This is an optimization exercise on Yosys and OpenROAD, whose aim is small area, not a production implementation. Only simulation tests tie the RTL to the original design; equivalence was not proved. Power figures rest on the tool's default switching activity, not on a simulated workload. No driver is modelled on the clock port, so clocking that relies on it looks cheaper here than on a real chip.

main:
Design pulse_timing_top, start of the top module:
module pulse_timing_top
(
   input  logic       clk_pll,
   input  logic       resetn,
   input  logic       host_valid,
   input  logic [35:0] host_wr,
   output logic       host_ready,
   input  logic       pump,
   output logic [17:0] pulse
);
For scale: roughly 3300 cells after synthesis, roughly 1500 flip-flops, roughly 59 I/O pins, roughly 61000 µm² of cells after synthesis.
Settings: LEC_CHECK=0, CAP_MARGIN=20, CORE_MARGIN=2, CORE_UTILIZATION=65, CTS_BUF_LIST=sky130_fd_sc_hd__clkbuf_4 sky130_fd_sc_hd__clkbuf_8, SLEW_MARGIN=20; clock period 6.0 ns.
run.sh (not shown) runs the stock make flow with config.mk's settings and CLKGATE_MAP_FILE= SYNTH_SCRIPT=/design/flow/synth_recipe.tcl, a recipe that flattens the netlist after the stock synthesis.
main: PASS, flow complete, no timing, DRC or antenna violations
Edits applied to the flow inputs when going from main to the feature branch:
Settings: an added CTS_CLUSTER_SIZE of 30; an added CTS_CLUSTER_DIAMETER of 60; a deleted CTS_BUF_LIST that had been sky130_fd_sc_hd__clkbuf_4 sky130_fd_sc_hd__clkbuf_8; a change of CORE_UTILIZATION from 65 to 60.
## What came out
- Relative to main, the worst path required time of the feature branch is lower by 0.18 ns.
- Compared with main, in the feature branch clock buffer and inverter area fraction after layout -1.1 points; via count decreased 1067.
- Of main and the feature branch, the lower number of buffers and inverters on the critical path belongs to main.
- Average wire per standard cell essentially unchanged between main and the feature branch.
- On clock network fraction of design power, the higher figure sits with main, not the feature branch.
- NOTE: H-tree depth reported by CTS in the feature branch falls short of that of main
- Switching component of the power is higher on the feature branch
- Re overall track demand over capacity in global routing: main was higher than the feature branch.
- Across both runs, met2 track demand over resource was lower for the feature branch than for main.
- Against main, the feature branch comes in 3.0% lower on total power after layout.

* * *

Setup of violet:
The RTL this note starts from:
==> flow/design.v <==
package pulse_pkg;
   typedef struct packed {
      logic [31:0] period;
      logic [31:0] sync_up;
      logic [31:0] p1width;
      logic [31:0] p2start;
      logic [31:0] att_down;
      logic [31:0] delay;
      logic [31:0] offres_delay;
      logic [6:0]  pp_pump;
      logic [6:0]  pp_probe;
      logic [6:0]  post_att;
      logic        offres_on;
   } pulse_timing_t;
   typedef struct packed {
      logic [3:0]  addr;
      logic [31:0] data;
   } host_wr_t;
   typedef struct packed {
      logic        sync_on;
      logic        pulse_on;
      logic [6:0]  att1;
      logic [6:0]  att3;
      logic        record_start;
      logic        frame_start;
   } pulse_out_t;
endpackage
`timescale 1ns/1ps
module timing_loader
(
   input  logic          clk_pll,
   input  logic          resetn,
   input  logic          host_valid,
   input  pulse_pkg::host_wr_t      host_wr,
   output logic          host_ready,
   output logic          commit,
   output pulse_pkg::pulse_timing_t shadow,
   input  logic [2:0]    used
);
   logic        wr_acc;
   logic [31:0] wdata;
   logic [7:0]  fld_en;
   assign host_ready = (used != 3'(4));
   assign wr_acc     = host_valid && host_ready;
   assign commit     = wr_acc && (host_wr.addr == 4'd8);
   assign wdata = resetn ? 32'd0 : host_wr.data;
   always_comb begin
      for (int k = 0; k < 8; k++)
         fld_en[k] = resetn || (wr_acc && (host_wr.addr == 4'(k)));
   end
   always_ff @(posedge clk_pll) begin
      if (fld_en[4'd0])   shadow.period       <= wdata;
      if (fld_en[4'd1])  shadow.sync_up      <= wdata;
      if (fld_en[4'd2])  shadow.p1width      <= wdata;
      if (fld_en[4'd3])  shadow.p2start      <= wdata;
      if (fld_en[4'd4]) shadow.att_down     <= wdata;
      if (fld_en[4'd5])    shadow.delay        <= wdata;
      if (fld_en[4'd6])   shadow.offres_delay <= wdata;
      if (fld_en[4'd7]) begin
         shadow.pp_pump      <= wdata[0 +: 7];
         shadow.pp_probe     <= wdata[7 +: 7];
         shadow.post_att     <= wdata[14 +: 7];
         shadow.offres_on    <= wdata[21] && !wdata[22];
      end
   end
endmodule
`timescale 1ns/1ps
module timing_fifo #(
   parameter int  WIDTH     = 1
) (
   input  logic     clk_pll,
   input  logic     resetn,
   input  logic     commit,
   input  logic [WIDTH-1:0] wdata,
   input  logic     wdata_pz,
   output logic     avail_next,
   output logic [WIDTH-1:0] mem0,
   output logic [WIDTH-1:0] mem1,
   output logic [WIDTH-1:0] mem2,
   output logic [WIDTH-1:0] mem3,
   output logic [3:0] rd_oh,
   output logic [3:0] rd_oh_next,
   output logic     head_pz,
   input  logic     pop,
   output logic [2:0] used
);
   logic [WIDTH-1:0] mem [4];
   logic [1:0] wr_ptr;
   logic [2:0] count;
   logic [2:0] count_next;
   logic [3:0] pz;
   logic       push;
   logic       credit_return;
   assign count_next = resetn ? 3'd0 : count + 3'(push) - 3'(pop);
   assign avail_next = (count_next != 3'd0);
   assign rd_oh_next = resetn ? 4'b0001 : pop ? {rd_oh[2:0], rd_oh[3]} : rd_oh;
   assign head_pz    = |(pz & rd_oh);
   assign mem0  = mem[0];
   assign mem1  = mem[1];
   assign mem2  = mem[2];
   assign mem3  = mem[3];
   assign used  = count + 3'(push) + 3'(credit_return);
   always_ff @(posedge clk_pll) begin
      if (commit) begin
         mem[wr_ptr] <= wdata;
         pz[wr_ptr]  <= wdata_pz;
      end
   end
   always_ff @(posedge clk_pll) begin
      rd_oh <= rd_oh_next;
      count <= count_next;
      if (resetn) begin
         wr_ptr        <= '0;
         push          <= 1'b0;
         credit_return <= 1'b0;
      end else begin
         if (commit) wr_ptr <= wr_ptr + 2'd1;
         push          <= commit;
         credit_return <= pop;
      end
   end
endmodule
`timescale 1ns/1ps
module pulse_sequencer
(
   input  logic          clk_pll,
   input  logic          resetn,
   input  logic          avail_next,
   input  logic [3:0]    rd_oh_next,
   input  logic          head_pz,
   input  pulse_pkg::pulse_timing_t mem0,
   input  pulse_pkg::pulse_timing_t mem1,
   input  pulse_pkg::pulse_timing_t mem2,
   input  pulse_pkg::pulse_timing_t mem3,
   output logic          pop,
   input  logic          pump,
   output pulse_pkg::pulse_out_t    pulse
);
   function automatic logic eq_sum(input logic [31:0] x, input logic [31:0] a,
                                   input logic [31:0] b);
      logic [31:0] t;
      logic ok;
      t  = a ^ b ^ x;
      ok = !t[0];
      for (int i = 1; i < 32; i++)
         ok = ok & (t[i] == ((a[i-1] & b[i-1]) | (t[i-1] & (a[i-1] ^ b[i-1]))));
      eq_sum = ok;
   endfunction
   localparam logic [31:0] A3_OFS = 32'd0 - 32'(30);
   pulse_pkg::pulse_timing_t cur;
   logic          armed;
   logic [31:0]   counter;
   logic          at_zero;
   logic          restart;
   logic          armed_next;
   logic          fe_next, fe_q;
   logic          pop_next;
   logic [31:0]   counter_inc;
   logic [3:0]    take;
   logic          hold;
   logic          offres_win;
   logic          lt_su, lt_p1, lt_p2, lt_ad, lt_a3, lt_oe, ge_rb, gt_od;
   logic          lt_su_q, lt_p1_q, lt_p2_q, lt_ad_q, lt_a3_q, lt_oe_q, ge_rb_q;
   logic          gt_od_q, eq_od_q;
   logic          le_p1, gt_ad;
   pulse_pkg::pulse_out_t    pulse_nxt;
   assign restart     = !armed || fe_q;
   assign counter_inc = counter + 32'd1;
   assign armed_next  = !resetn && (armed || pop);
   assign fe_next     = armed_next && (restart ? (pop ? head_pz : (cur.period == 32'd0))
                                               : (counter_inc == cur.period));
   assign pop_next    = avail_next && (!armed_next || fe_next);
   assign lt_su = (at_zero || lt_su_q) && (counter != cur.sync_up);
   assign lt_p1 = (at_zero || lt_p1_q) && (counter != cur.p1width);
   assign lt_p2 = (at_zero || lt_p2_q) && (counter != cur.p2start);
   assign lt_ad = (at_zero || lt_ad_q) && (counter != cur.att_down);
   assign lt_a3 = (at_zero || lt_a3_q) && !eq_sum(counter, cur.sync_up, A3_OFS);
   assign lt_oe = (at_zero || lt_oe_q) && !eq_sum(counter, cur.offres_delay, cur.p1width);
   assign ge_rb = (!at_zero && ge_rb_q) || eq_sum(counter, cur.sync_up, cur.delay);
   assign gt_od = !at_zero && (gt_od_q || eq_od_q);
   assign le_p1 = (at_zero || lt_p1_q) && !(&cur.p1width);
   assign gt_ad = !at_zero && !lt_ad_q;
   assign offres_win = cur.offres_on && gt_od && lt_oe;
   always_comb begin
      pulse_nxt = '0;
      if (armed) begin
         pulse_nxt.sync_on = lt_su;
         if (lt_p1)      pulse_nxt.pulse_on = pump;
         else if (lt_p2) pulse_nxt.pulse_on = 1'b0;
         else if (lt_su) pulse_nxt.pulse_on = 1'b1;
         else            pulse_nxt.pulse_on = offres_win;
         pulse_nxt.att1 = (le_p1 || gt_ad) ? cur.pp_pump : cur.pp_probe;
         pulse_nxt.att3 = (lt_a3 || gt_ad) ? cur.post_att : 7'd0;
         pulse_nxt.record_start = ge_rb && lt_ad;
         pulse_nxt.frame_start  = at_zero;
      end
   end
   always_ff @(posedge clk_pll) begin
      lt_su_q <= lt_su;
      lt_p1_q <= lt_p1;
      lt_p2_q <= lt_p2;
      lt_ad_q <= lt_ad;
      lt_a3_q <= lt_a3;
      lt_oe_q <= lt_oe;
      ge_rb_q <= ge_rb;
      gt_od_q <= gt_od;
      eq_od_q <= (counter == cur.offres_delay);
   end
   always_ff @(posedge clk_pll) begin
      if (resetn) begin
         armed   <= 1'b0;
         counter <= '0;
         at_zero <= 1'b1;
         pulse   <= '0;
      end else begin
         pulse <= pulse_nxt;
         if (pop) armed <= 1'b1;
         at_zero <= restart;
         if (restart) counter <= '0;
         else         counter <= counter_inc;
      end
   end
   always_ff @(posedge clk_pll) begin
      fe_q <= fe_next;
      pop  <= pop_next;
      take <= rd_oh_next & {4{pop_next}};
      hold <= !pop_next;
   end
   always_ff @(posedge clk_pll) begin
      cur <= (mem0 & {$bits(cur){take[0]}}) | (mem1 & {$bits(cur){take[1]}}) |
             (mem2 & {$bits(cur){take[2]}}) | (mem3 & {$bits(cur){take[3]}}) |
             (cur  & {$bits(cur){hold}});
   end
endmodule
`timescale 1ns/1ps
module pulse_timing_top
(
   input  logic       clk_pll,
   input  logic       resetn,
   input  logic       host_valid,
   input  logic [35:0] host_wr,
   output logic       host_ready,
   input  logic       pump,
   output logic [17:0] pulse
);
   logic          commit;
   pulse_pkg::pulse_timing_t shadow;
   logic [2:0]    used;
   logic          avail_next;
   logic          head_pz;
   logic [3:0]    rd_oh_next;
   pulse_pkg::pulse_timing_t mem0, mem1, mem2, mem3;
   logic [3:0]    rd_oh;
   logic          pop;
   timing_loader i_loader (
      .clk_pll    (clk_pll),
      .resetn     (resetn),
      .host_valid (host_valid),
      .host_wr    (host_wr),
      .host_ready (host_ready),
      .commit     (commit),
      .shadow     (shadow),
      .used       (used)
   );
   timing_fifo #(
      .WIDTH ($bits(shadow))
   ) i_fifo (
      .clk_pll (clk_pll),
      .resetn  (resetn),
      .commit  (commit),
      .wdata   (shadow),
      .wdata_pz (shadow.period == 32'd0),
      .avail_next (avail_next),
      .mem0    (mem0),
      .mem1    (mem1),
      .mem2    (mem2),
      .mem3    (mem3),
      .rd_oh   (rd_oh),
      .rd_oh_next (rd_oh_next),
      .head_pz (head_pz),
      .pop     (pop),
      .used    (used)
   );
   pulse_sequencer i_seq (
      .clk_pll (clk_pll),
      .resetn  (resetn),
      .avail_next (avail_next),
      .rd_oh_next (rd_oh_next),
      .head_pz (head_pz),
      .mem0    (mem0),
      .mem1    (mem1),
      .mem2    (mem2),
      .mem3    (mem3),
      .pop     (pop),
      .pump    (pump),
      .pulse   (pulse)
   );
endmodule
Settings: LEC_CHECK=0, CAP_MARGIN=20, CORE_MARGIN=2, CORE_UTILIZATION=40, CTS_CLUSTER_DIAMETER=100, CTS_CLUSTER_SIZE=30, SLEW_MARGIN=20; clock period 6.0 ns.
standard.sh (not shown) runs the stock make flow with config.mk's settings and CLKGATE_MAP_FILE= SYNTH_SCRIPT=/design/flow/synth_recipe.tcl, a recipe that flattens the netlist after the stock synthesis.
==> flow/flow/run.sh <==
#!/bin/bash
# The standard layout (standard.sh: the standard flow's synthesis and ORFS steps) with
# three changes: the port buffers are the smallest buffer; floorplan removes
# synthesis buffers instead of sizing gates up against unbuffered nets; clock
# tree synthesis clusters up to 30 flip-flops per leaf buffer without dummy
# loads. The make output goes to flow_make.log; ORFS keeps each step's log
# under orfs/logs/.
set -euo pipefail
export BUFFER_PORTS_ARGS="-buffer_cell sky130_fd_sc_hd__buf_1"
export REMOVE_ABC_BUFFERS=1
export CTS_ARGS="-sink_clustering_enable -repair_clock_nets -sink_clustering_size 30 -sink_clustering_max_diameter 100 -dont_use_dummy_load"
bash standard.sh > flow_make.log 2>&1
Here is what was changed in the inputs of nickel compared with violet.
diff --git a/flow/flow/run.sh b/flow/flow/run.sh
--- a/flow/flow/run.sh
+++ b/flow/flow/run.sh
@@ -10,3 +10,3 @@
 export REMOVE_ABC_BUFFERS=1
-export CTS_ARGS="-sink_clustering_enable -repair_clock_nets -sink_clustering_size 30 -sink_clustering_max_diameter 100 -dont_use_dummy_load"
+export CTS_ARGS="-sink_clustering_enable -repair_clock_nets -sink_clustering_size 34 -sink_clustering_max_diameter 80 -dont_use_dummy_load"
 bash standard.sh > flow_make.log 2>&1
diff --git a/flow/config.mk b/flow/config.mk
--- a/flow/config.mk
+++ b/flow/config.mk
@@ -9,5 +9,3 @@
 export CORE_MARGIN = 2
-export CORE_UTILIZATION = 40
-export CTS_CLUSTER_DIAMETER = 100
-export CTS_CLUSTER_SIZE = 30
+export CORE_UTILIZATION = 60
 export SLEW_MARGIN = 20
- When the final numbers for violet and nickel were put side by side, the HPWL reported at the end of detailed placement turned out to be greater in nickel.
- Comparing violet and nickel, the higher area of the die is on violet.
- As far as total design power is concerned, violet and nickel perform about the same.
- violet → nickel: number of vias in the routed layout climbed 2.2%, met3 wire length increased by 4.3 mm relative to the old numbers, final core utilization moved up, wire length after detailed routing held.
- Higher final non-filler cell area was reported by violet, not nickel.

## re-timing with driven ports
How much do the figures lean on ideal ports? The routed layouts below were timed once more, with nothing changed but the port constraints. Step 1 assumes that a clkbuf_16 drives the clock port and a buf_2 every other input. Step 2, shift: input delay + t, output delay - t, t = (earliest + latest rising clock arrival at the registers) / 2. This alone moves slack from input paths to output paths. Slacks: ideal / step 1 / step 2; pairs: ideal / step 1.
run	t (ns)	slack for setup (ns)	worst hold slack (ns)	pins driven straight from the clock port
main	0.956	0.370 / 0.370 / 0.370	0.481 / 0.481 / 0.481	1
the feature branch	0.766	0.480 / 0.480 / 0.480	0.482 / 0.482 / 0.482	1
violet	0.772	1.900 / 1.900 / 1.900	0.446 / 0.446 / 0.446	1
nickel	0.760	1.872 / 1.872 / 1.872	0.373 / 0.373 / 0.373	1
After both steps setup and hold are still met in every run listed.
